Background: an optimization exercise with open tools, aiming at small area and a short achievable clock period. Do not read the settings as production practice.
RTL that was checked went through simulation tests only; none was proved equivalent to the original.
Power figures rest on the tool's default switching activity, not on a simulated workload.

==> 03-25 <==
==> flow/design.v <==
`timescale 1ns/10ps
package periph_pkg;
  typedef logic [31:0] addr_t;
  typedef logic [31:0] data_t;
  typedef logic [3:0]  strb_t;
  typedef logic [63:0] mtime_t;
  typedef logic [$clog2(7+1)-1:0] prio_t;
  typedef logic [$clog2(32)-1:0] src_id_t;
  typedef logic [32-1:0] src_vec_t;
  typedef enum logic [1:0] {
    REGION_NONE,
    REGION_CLINT,
    REGION_PLIC
  } region_e;
  function automatic data_t apply_be(data_t cur, data_t wdata, strb_t be);
    data_t res;
    res = cur;
    for (int b = 0; b < 4; b++) begin
      if (be[b]) res[8*b +: 8] = wdata[8*b +: 8];
    end
    apply_be = res;
  endfunction
endpackage
`timescale 1ns/10ps
module periph_top (
  input  logic                            clk_i,
  input  logic                            ndmreset_n,
  input  logic                            req_i,
  input  logic                            we_i,
  input  logic [31:0]                     addr_i,
  input  logic [3:0]                      be_i,
  input  logic [31:0]                     wdata_i,
  output logic [31:0]                     rdata_o,
  input  logic [32-1:0]  irq_sources_i,
  output logic                            timer_irq_o,
  output logic                            ipi_o,
  output logic [2-1:0]  eip_o
);
  localparam logic [31:0] CB = 32'h0200_0000;
  localparam logic [31:0] PB = 32'h0C00_0000;
  logic        tick_q;
  logic [63:0] mtime_q;
  logic [63:0] ncmp_q;       
  logic        msip_q;
  logic        timer_q;
  logic [31:0] rdata_q;
  logic [2:0]  prio_q [1:31];
  logic [31:1] en0_q, en1_q;
  logic [2:0]  thr0_q, thr1_q;
  logic [31:1] pend_q, infl_q;
  logic rd, wr;
  assign rd = req_i & ~we_i;
  assign wr = req_i &  we_i;
  logic hit_msip, hit_cmplo, hit_cmphi, hit_mtlo, hit_mthi;
  logic hit_prio, hit_pend, hit_en0, hit_en1, hit_thr0, hit_thr1, hit_clm0, hit_clm1;
  logic [4:0] prio_idx;
  assign hit_msip  = addr_i == CB + 32'h0000_0000;
  assign hit_cmplo = addr_i == CB + 32'h0000_4000;
  assign hit_cmphi = addr_i == CB + 32'h0000_4000 + 32'd4;
  assign hit_mtlo  = addr_i == CB + 32'h0000_BFF8;
  assign hit_mthi  = addr_i == CB + 32'h0000_BFF8 + 32'd4;
  assign hit_prio  = addr_i[31:7] == PB[31:7];
  assign prio_idx  = addr_i[6:2];
  assign hit_pend  = addr_i == PB + 32'h0000_1000;
  assign hit_en0   = addr_i == PB + 32'h0000_2000;
  assign hit_en1   = addr_i == PB + 32'h0000_2000 + 32'h80;
  assign hit_thr0  = addr_i == PB + 32'h0020_0000;
  assign hit_clm0  = addr_i == PB + 32'h0020_0000 + 32'd4;
  assign hit_thr1  = addr_i == PB + 32'h0020_0000 + 32'h1000;
  assign hit_clm1  = addr_i == PB + 32'h0020_0000 + 32'h1004;
  logic [31:1] p2, p1, p0;
  always_comb begin
    for (int i = 1; i < 32; i++) begin
      p2[i] = prio_q[i][2];
      p1[i] = prio_q[i][1];
      p0[i] = prio_q[i][0];
    end
  end
  logic [4:0] best0, best1;
  logic       eip0, eip1;
  plic_arb u_arb0 (.act_i(pend_q & en0_q), .p2_i(p2), .p1_i(p1), .p0_i(p0),
                   .thr_i(thr0_q), .id_o(best0), .eip_o(eip0));
  plic_arb u_arb1 (.act_i(pend_q & en1_q), .p2_i(p2), .p1_i(p1), .p0_i(p0),
                   .thr_i(thr1_q), .id_o(best1), .eip_o(eip1));
  logic        claim, complete;
  logic [4:0]  sel_id;
  logic [31:1] sel_mask;
  assign claim    = rd & (hit_clm0 | hit_clm1);
  assign complete = wr & (hit_clm0 | hit_clm1);
  assign sel_id   = we_i ? wdata_i[4:0] : (addr_i[12] ? best1 : best0);
  always_comb begin
    for (int i = 1; i < 32; i++) sel_mask[i] = (sel_id == 5'(i));
  end
  logic [31:0] rd_data;
  logic [2:0]  prio_rd;
  always_comb begin
    prio_rd = (prio_idx == 5'd0) ? 3'd0 : prio_q[prio_idx];
    rd_data = '0;
    rd_data    |= {32{hit_msip}}  & {31'd0, msip_q};
    rd_data    |= {32{hit_cmplo}} & ~ncmp_q[31:0];
    rd_data    |= {32{hit_cmphi}} & ~ncmp_q[63:32];
    rd_data    |= {32{hit_mtlo}}  & mtime_q[31:0];
    rd_data    |= {32{hit_mthi}}  & mtime_q[63:32];
    rd_data    |= {32{hit_prio}}  & {29'd0, prio_rd};
    rd_data    |= {32{hit_pend}}  & {pend_q, 1'b0};
    rd_data    |= {32{hit_en0}}   & {en0_q, 1'b0};
    rd_data    |= {32{hit_en1}}   & {en1_q, 1'b0};
    rd_data    |= {32{hit_thr0}}  & {29'd0, thr0_q};
    rd_data    |= {32{hit_thr1}}  & {29'd0, thr1_q};
    rd_data    |= {32{hit_clm0}}  & {27'd0, best0};
    rd_data    |= {32{hit_clm1}}  & {27'd0, best1};
  end
  logic        wr_mtlo, wr_mthi;
  logic [63:0] mtime_inc;
  assign wr_mtlo   = wr & hit_mtlo;
  assign wr_mthi   = wr & hit_mthi;
  logic       mt_en;
  logic [8:0] mt_pre;
  assign mt_en     = ~tick_q & ~wr_mtlo & ~wr_mthi;
  assign mt_pre[0] = 1'b1;
  for (genvar g = 0; g < 8; g++) begin : g_mt
    assign mt_pre[g+1] = mt_pre[g] & (&mtime_q[8*g +: 8]);
    assign mtime_inc[8*g +: 8] = mtime_q[8*g +: 8] + {7'd0, mt_en & mt_pre[g]};
  end
  logic [64:0] ge_sum;
  assign ge_sum = {1'b0, mtime_q} + {1'b0, ncmp_q} + 65'd1;
  always_ff @(posedge clk_i or negedge ndmreset_n) begin
    if (!ndmreset_n) begin
      tick_q     <= 1'b0;
      mtime_q    <= '0;
      ncmp_q     <= '0;
      msip_q     <= 1'b0;
      timer_q    <= 1'b0;
      rdata_q    <= '0;
    end else begin
      tick_q  <= ~tick_q;
      timer_q <= ge_sum[64];
      rdata_q <= rd ? rd_data : 32'd0;
      for (int b = 0; b < 4; b++) begin
        mtime_q[8*b +: 8]    <= (wr_mtlo & be_i[b]) ? wdata_i[8*b +: 8] : mtime_inc[8*b +: 8];
        mtime_q[32+8*b +: 8] <= (wr_mthi & be_i[b]) ? wdata_i[8*b +: 8] : mtime_inc[32+8*b +: 8];
        if (wr & hit_cmplo & be_i[b]) ncmp_q[8*b +: 8]    <= ~wdata_i[8*b +: 8];
        if (wr & hit_cmphi & be_i[b]) ncmp_q[32+8*b +: 8] <= ~wdata_i[8*b +: 8];
      end
      if (wr & hit_msip & be_i[0]) msip_q <= wdata_i[0];
    end
  end
  always_ff @(posedge clk_i or negedge ndmreset_n) begin
    if (!ndmreset_n) begin
      for (int i = 1; i < 32; i++) prio_q[i] <= 3'd0;
      en0_q  <= '0;
      en1_q  <= '0;
      thr0_q <= 3'd0;
      thr1_q <= 3'd0;
      pend_q <= '0;
      infl_q <= '0;
    end else begin
      for (int i = 1; i < 32; i++)
        if (wr & hit_prio & be_i[0] & (prio_idx == 5'(i))) prio_q[i] <= wdata_i[2:0];
      for (int i = 1; i < 32; i++)
        if (wr & hit_en0 & be_i[i/8]) en0_q[i] <= wdata_i[i];
      for (int i = 1; i < 32; i++)
        if (wr & hit_en1 & be_i[i/8]) en1_q[i] <= wdata_i[i];
      if (wr & hit_thr0 & be_i[0]) thr0_q <= wdata_i[2:0];
      if (wr & hit_thr1 & be_i[0]) thr1_q <= wdata_i[2:0];
      pend_q <= (pend_q | (irq_sources_i[31:1] & ~infl_q)) & ~({31{claim}} & sel_mask);
      infl_q <= (infl_q | ({31{claim}} & sel_mask)) & ~({31{complete}} & sel_mask);
    end
  end
  assign rdata_o     = rdata_q;
  assign timer_irq_o = timer_q;
  assign ipi_o       = msip_q;
  assign eip_o       = {eip1, eip0};
endmodule
module plic_arb (
  input  logic [31:1] act_i,
  input  logic [31:1] p2_i,
  input  logic [31:1] p1_i,
  input  logic [31:1] p0_i,
  input  logic [2:0]  thr_i,
  output logic [4:0]  id_o,
  output logic        eip_o
);
  logic [31:1] c2, c1, c0;
  logic        m2, m1, m0, t2, t1, t0;
  assign m2 = (|(act_i & p2_i)) | thr_i[2];
  assign t2 = thr_i[2] | ~m2;
  assign c2 = m2 ? (act_i & p2_i) : act_i;
  assign m1 = (|(c2 & p1_i)) | (t2 & thr_i[1]);
  assign t1 = t2 & (thr_i[1] | ~m1);
  assign c1 = m1 ? (c2 & p1_i) : c2;
  assign m0 = (|(c1 & p0_i)) | (t1 & thr_i[0]);
  assign t0 = t1 & (thr_i[0] | ~m0);
  assign c0 = m0 ? (c1 & p0_i) : c1;
  always_comb begin
    id_o = 5'd0;
    for (int i = 31; i >= 1; i--)
      if (c0[i]) id_o = 5'(i);
    if (t0) id_o = 5'd0;
  end
  assign eip_o = ~t0;
endmodule
==> flow/run.sh <==
#!/bin/bash
# synth_recipe.tcl (not shown) runs the flow's synth.tcl, then flattens the netlist and writes it again
# the make line also repeats each setting of config.mk as NAME=value (left out here)
make -C /OpenROAD-flow-scripts/flow DESIGN_CONFIG=/design/flow/config.mk WORK_HOME=/design/flow/orfs CLKGATE_MAP_FILE= SYNTH_SCRIPT=/design/flow/synth_recipe.tcl finish
==> flow/config.mk <==
export PLATFORM = sky130hd
export DESIGN_NAME = periph_top
export DESIGN_NICKNAME = periph_top
export VERILOG_FILES = /design/flow/design.v
export SDC_FILE = /design/flow/constraint.sdc
export NUM_CORES = 4
export LEC_CHECK = 0
export ABC_CLOCK_PERIOD_IN_PS = 2500
export CAP_MARGIN = 20
export CORE_MARGIN = 2
export CORE_UTILIZATION = 40
export SLEW_MARGIN = 20
==> flow/constraint.sdc <==
create_clock -name core_clock -period 60.0 [get_ports {clk_i}]
set_input_delay 12.0000 -clock core_clock [delete_from_list [all_inputs] [get_ports {clk_i}]]
set_output_delay 12.0000 -clock core_clock [all_outputs]
set_load 0.01 [all_outputs]
==> 09-02 (differences from 03-25) <==
--- a/flow/design.v
+++ b/flow/design.v
@@ -115,15 +115,21 @@
   assign wr_mtlo   = wr & hit_mtlo;
   assign wr_mthi   = wr & hit_mthi;
   logic       mt_en;
-  logic [8:0] mt_pre;
-  assign mt_en     = ~tick_q & ~wr_mtlo & ~wr_mthi;
-  assign mt_pre[0] = 1'b1;
+  logic [7:0] mt_ones, mt_osum, mt_pre;
+  assign mt_en = ~tick_q & ~wr_mtlo & ~wr_mthi;
+  for (genvar g = 0; g < 8; g++) begin : g_ones
+    assign mt_ones[g] = &mtime_q[8*g +: 8];
+  end
+  assign mt_osum = mt_ones + 8'd1;
+  assign mt_pre  = mt_osum ^ mt_ones;
   for (genvar g = 0; g < 8; g++) begin : g_mt
-    assign mt_pre[g+1] = mt_pre[g] & (&mtime_q[8*g +: 8]);
     assign mtime_inc[8*g +: 8] = mtime_q[8*g +: 8] + {7'd0, mt_en & mt_pre[g]};
   end
-  logic [64:0] ge_sum;
-  assign ge_sum = {1'b0, mtime_q} + {1'b0, ncmp_q} + 65'd1;
+  logic [64:0] ge_c;
+  assign ge_c[0] = 1'b1;
+  for (genvar i = 0; i < 64; i++) begin : g_ge
+    assign ge_c[i+1] = mtime_q[i] ? (ncmp_q[i] | ge_c[i]) : (ncmp_q[i] & ge_c[i]);
+  end
   always_ff @(posedge clk_i or negedge ndmreset_n) begin
     if (!ndmreset_n) begin
       tick_q     <= 1'b0;
@@ -134,7 +140,7 @@
       rdata_q    <= '0;
     end else begin
       tick_q  <= ~tick_q;
-      timer_q <= ge_sum[64];
+      timer_q <= ge_c[64];
       rdata_q <= rd ? rd_data : 32'd0;
       for (int b = 0; b < 4; b++) begin
         mtime_q[8*b +: 8]    <= (wr_mtlo & be_i[b]) ? wdata_i[8*b +: 8] : mtime_inc[8*b +: 8];
@@ -186,10 +192,17 @@
   assign m2 = (|(act_i & p2_i)) | thr_i[2];
   assign t2 = thr_i[2] | ~m2;
   assign c2 = m2 ? (act_i & p2_i) : act_i;
-  assign m1 = (|(c2 & p1_i)) | (t2 & thr_i[1]);
+  logic any1_1, any1_0, any0_11, any0_10, any0_01, any0_00;
+  assign any1_1  = |(act_i & p2_i & p1_i);
+  assign any1_0  = |(act_i & p1_i);
+  assign any0_11 = |(act_i & p2_i & p1_i & p0_i);
+  assign any0_10 = |(act_i & p2_i & p0_i);
+  assign any0_01 = |(act_i & p1_i & p0_i);
+  assign any0_00 = |(act_i & p0_i);
+  assign m1 = (m2 ? any1_1 : any1_0) | (t2 & thr_i[1]);
   assign t1 = t2 & (thr_i[1] | ~m1);
   assign c1 = m1 ? (c2 & p1_i) : c2;
-  assign m0 = (|(c1 & p0_i)) | (t1 & thr_i[0]);
+  assign m0 = (m2 ? (m1 ? any0_11 : any0_10) : (m1 ? any0_01 : any0_00)) | (t1 & thr_i[0]);
   assign t0 = t1 & (thr_i[0] | ~m0);
   assign c0 = m0 ? (c1 & p0_i) : c1;
   always_comb begin
==> flow/flow/run.sh (new file) <==
#!/bin/bash
# The standard layout (standard.sh, unchanged synthesis and steps), with settings
# passed through the environment:
#  - port buffers are buf_2 cells instead of the default delay-buffer choice;
#  - timing repair (floorplan, CTS, global route) aims for a setup slack of
#    SETUP_SLACK_MARGIN ns at the design's own clock and constraints;
#  - clock tree: clkbuf_16 only, larger sink clusters, no dummy loads.
set -euo pipefail
export BUFFER_PORTS_ARGS="-buffer_cell sky130_fd_sc_hd__buf_2"
export SETUP_SLACK_MARGIN=44.5
export CTS_ARGS="-sink_clustering_enable -repair_clock_nets -buf_list sky130_fd_sc_hd__clkbuf_16 -sink_clustering_size 24 -sink_clustering_max_diameter 60 -dont_use_dummy_load"
bash standard.sh > standard.log 2>&1
==> flow/standard.sh (new file) <==
#!/bin/bash
# synth_recipe.tcl (not shown) runs the flow's synth.tcl, then flattens the netlist and writes it again
# the make line also repeats each setting of config.mk as NAME=value (left out here)
make -C /OpenROAD-flow-scripts/flow DESIGN_CONFIG=/design/flow/config.mk WORK_HOME=/design/flow/orfs CLKGATE_MAP_FILE= SYNTH_SCRIPT=/design/flow/synth_recipe.tcl "${@:-finish}"
--- a/flow/config.mk
+++ b/flow/config.mk
@@ -5,8 +5,11 @@
 export SDC_FILE = /design/flow/constraint.sdc
 export NUM_CORES = 4
 export LEC_CHECK = 0
-export ABC_CLOCK_PERIOD_IN_PS = 2500
+export ABC_AREA = 1
 export CAP_MARGIN = 20
 export CORE_MARGIN = 2
-export CORE_UTILIZATION = 40
+export CORE_UTILIZATION = 55
+export PLACE_DENSITY = 0.65
 export SLEW_MARGIN = 20
+export SYNTH_HIERARCHICAL = 1
+export SYNTH_MINIMUM_KEEP_SIZE = 0
removed: flow/run.sh
==> notes <==
Of 03-25 and 09-02, 09-02 has the higher synthesized cell count (gap about 20%, measured against 09-02). In 09-02 the clock power is lower than in 03-25, by about 40%. Between 09-02 and 03-25, the lower cell count is in 03-25 (gap 12%, measured against 03-25). Worst setup slack: 03-25 is lower than 09-02 (3.6 ns). In critical path depth, 09-02 and 03-25 do not differ. Core utilization: 09-02 is higher than 03-25 (14 points). Between 03-25 and 09-02, the lower first-iteration DRC count is in 03-25 (gap about 7%, measured against 09-02). 09-02 produced a clean layout. 03-25 finished with timing, DRC and antenna clean.
Function not checked in 03-25: the RTL went through the layout flow alone.

what the ideal ports hide:
In the flow no input, the clock included, has a driving cell. The finished layouts below were timed again as built, in two steps.
Step 1 assumes that a clkbuf_16 drives the clock port and a buf_2 every other input.
Step 2 adds t to the input delays and takes it off the output delays; t is the mean of the earliest and latest rising clock arrival at the registers after step 1. Input paths then give back, and output paths get back, about the clock's delay inside the block.
Slacks: ideal / step 1 / step 2; pairs: ideal / step 1.
| run | t (ns) | setup WS [ns] | hold slack, ns | latest minus earliest clock arrival (ns) |
|---|---|---|---|---|
| 03-25 | 0.675 | 41.034 / 40.967 / 41.642 | 0.413 / 0.413 / 0.413 | 0.021 / 0.021 |
| 09-02 | 0.663 | 44.627 / 44.562 / 44.108 | 0.468 / 0.468 / 0.468 | 0.056 / 0.057 |
After both steps every run listed still meets setup and hold. For 09-02, which loses most, drivers alone change the setup slack by -0.065 ns; drivers and shift together by -0.519 ns.
